What follows belongs to an exercise in optimizing a design on an open flow for small area, a short achievable clock period and few clock cycles; a production flow would make more cautious choices.
In this exercise RTL edits were held to simulation tests only and were not proved equivalent to the original.

Design fc_layer_top, start of the top module:
module fc_layer_top (
	input  logic                     clk,
	input  logic                     reset_n,
	input  logic                     i_run,       
	input  fc_ctrl_pkg::cnt_t        i_num_cnt,   
	input  fc_data_pkg::data_t       i_node,      
	input  fc_data_pkg::weight_vec_t i_weights,   
	output logic                     o_idle,
	output logic                     o_read,
	output logic                     o_write,
	output logic                     o_done,
	output fc_ctrl_pkg::mem_req_t    o_mem_req,
	output fc_data_pkg::result_vec_t o_results
);
	logic              busy_q;      
	logic              busy_o_q;    
	logic              ce_q;        
	logic              write_q;     
	logic              done_q;
	logic              dv_q;        
	logic              clr_q;       
	logic [5:0]        last_q;      
	fc_ctrl_pkg::cnt_t addr_q;      
	logic              start;
	logic              read_last;
	logic [8:0]                node_x;   
	logic [3:0]                         one, two, neg;
	logic [3:0]                         one_q, two_q, neg_q;
	logic [4*8-1:0] weights_q;
	logic [4*32-1:0]  results_flat;
	assign start     = i_run & ~busy_q;
	assign read_last = ce_q & (addr_q == '0);
	always_ff @(posedge clk or negedge reset_n) begin
		if (!reset_n) begin
			busy_q  <= 1'b0;
			busy_o_q <= 1'b0;
			ce_q    <= 1'b0;
			write_q <= 1'b0;
			done_q  <= 1'b0;
			dv_q    <= 1'b0;
			clr_q   <= 1'b0;
			last_q  <= '0;
		end else begin
  ...
Size in the first run: ~1600 cells after synthesis, ~200 I/O pins.
export LEC_CHECK = 0
export CAP_MARGIN = 20
export CORE_MARGIN = 2
export CORE_UTILIZATION = 65
export CTS_CLUSTER_DIAMETER = 100
export CTS_CLUSTER_SIZE = 30
export PLACE_DENSITY = 0.8
export SETUP_SLACK_MARGIN = 5.0
export SLEW_MARGIN = 20
create_clock -name core_clock -period 8.0 [get_ports {clk}]
standard.sh (not shown) runs the stock make flow with config.mk's settings and CLKGATE_MAP_FILE= SYNTH_SCRIPT=/design/flow/synth_recipe.tcl, a recipe that flattens the netlist after the stock synthesis.
==> flow/flow/run.sh <==
#!/bin/bash
# Standard layout (standard.sh, unchanged synthesis), with two changes:
# plain buffers on the ports instead of delay buffers, and timing repair
# aiming further below the clock period. The make output goes to make.log in
# the work folder; ORFS keeps each step's own log under orfs/logs/.
set -euo pipefail
cd "$(dirname "$0")/.."
bash standard.sh "BUFFER_PORTS_ARGS=-buffer_cell sky130_fd_sc_hd__buf_2" \
	SETUP_SLACK_MARGIN=5.3 finish > make.log 2>&1
The starting point finished clean.
Testbench counts at the start, summed over its fixed seeds: cycles 36,227.
==> next run, changes <==
--- a/flow/config.mk
+++ b/flow/config.mk
@@ -8,8 +8,9 @@
 export CAP_MARGIN = 20
 export CORE_MARGIN = 2
-export CORE_UTILIZATION = 65
+export CORE_UTILIZATION = 55
 export CTS_CLUSTER_DIAMETER = 100
 export CTS_CLUSTER_SIZE = 30
-export PLACE_DENSITY = 0.8
+export PLACE_DENSITY = 0.7
 export SETUP_SLACK_MARGIN = 5.0
 export SLEW_MARGIN = 20
+export TNS_END_PERCENT = 10
Outcome: Count of clock-buffer cells in the layout rose by 1; global-route usage falls by 3.6 points; hold slack is about the same.
==> next run, changes <==
--- a/flow/config.mk
+++ b/flow/config.mk
@@ -8,8 +8,7 @@
 export CAP_MARGIN = 20
 export CORE_MARGIN = 2
-export CORE_UTILIZATION = 55
+export CORE_UTILIZATION = 40
 export CTS_CLUSTER_DIAMETER = 100
 export CTS_CLUSTER_SIZE = 30
-export PLACE_DENSITY = 0.7
 export SETUP_SLACK_MARGIN = 5.0
 export SLEW_MARGIN = 20
Outcome: Cell area increases by 2.0%; sequential share of layout area went down by 0.36 points; via count grows by 0.44%.

fc_layer_top again, from the RTL that the note above started with.
export LEC_CHECK = 0
export CAP_MARGIN = 20
export CORE_MARGIN = 2
export CORE_UTILIZATION = 55
export CTS_CLUSTER_DIAMETER = 100
export CTS_CLUSTER_SIZE = 30
export PLACE_DENSITY = 0.7
export SETUP_SLACK_MARGIN = 5.0
export SLEW_MARGIN = 20
create_clock -name core_clock -period 8.0 [get_ports {clk}]
Scripts as last shown in full above: flow/flow/run.sh
The starting point passed the timing, design-rule and antenna checks.
Testbench counts at the start, summed over its fixed seeds: cycles 36,227.
Then changed:
CORE_UTILIZATION = 40   (was 55)
PLACE_DENSITY = unset   (was 0.7)
Worst hold slack degrades by 0.0089 ns.
Cell area went up by 3.1%.
Non-clock buffer count went up by 31.
Clock skew is about the same.
Die area went up by 37%.
Via count went up by 1.1%.
Count of clock-buffer cells in the layout went up by 1.
Routed wire length went up by 10%.
Synthesized area does not change.
Then changed:
CAP_MARGIN = 10   (was 20)
CORE_UTILIZATION = 55   (was 40)
PLACE_DENSITY = 0.7   (was unset)
SLEW_MARGIN = 10   (was 20)
Result: First-iteration DRC count climbs by 45%. Worst setup slack gets worse by 0.018 ns. Final area decreases by 3.0%.

port drivers added, routing unchanged:
No port has a modelled driver above. Below, the same layouts with a new extraction and two added sets of constraints. Step 1 assumes that a clkbuf_16 drives the clock port and a buf_2 every other input. Step 2 also shifts input and output timing later by t, the mid clock arrival at the registers, as if the neighbouring blocks saw the same clock. Three values: no drivers, after step 1, after step 2; two values: the first two.
run	t, ns	setup WS [ns]	cell pins on the clock port's net
the first run of note 1	0.541	5.298 / 5.248 / 5.032	1
the second run of note 1	0.550	5.232 / 5.185 / 4.953	1
the third run of note 1	0.582	5.282 / 5.224 / 5.021	1
the first run of note 2	0.551	5.313 / 5.266 / 4.946	1
the second run of note 2	0.581	5.331 / 5.274 / 5.019	1
the third run of note 2	0.551	5.313 / 5.266 / 4.946	1
After both steps setup and hold are still met in every run listed.
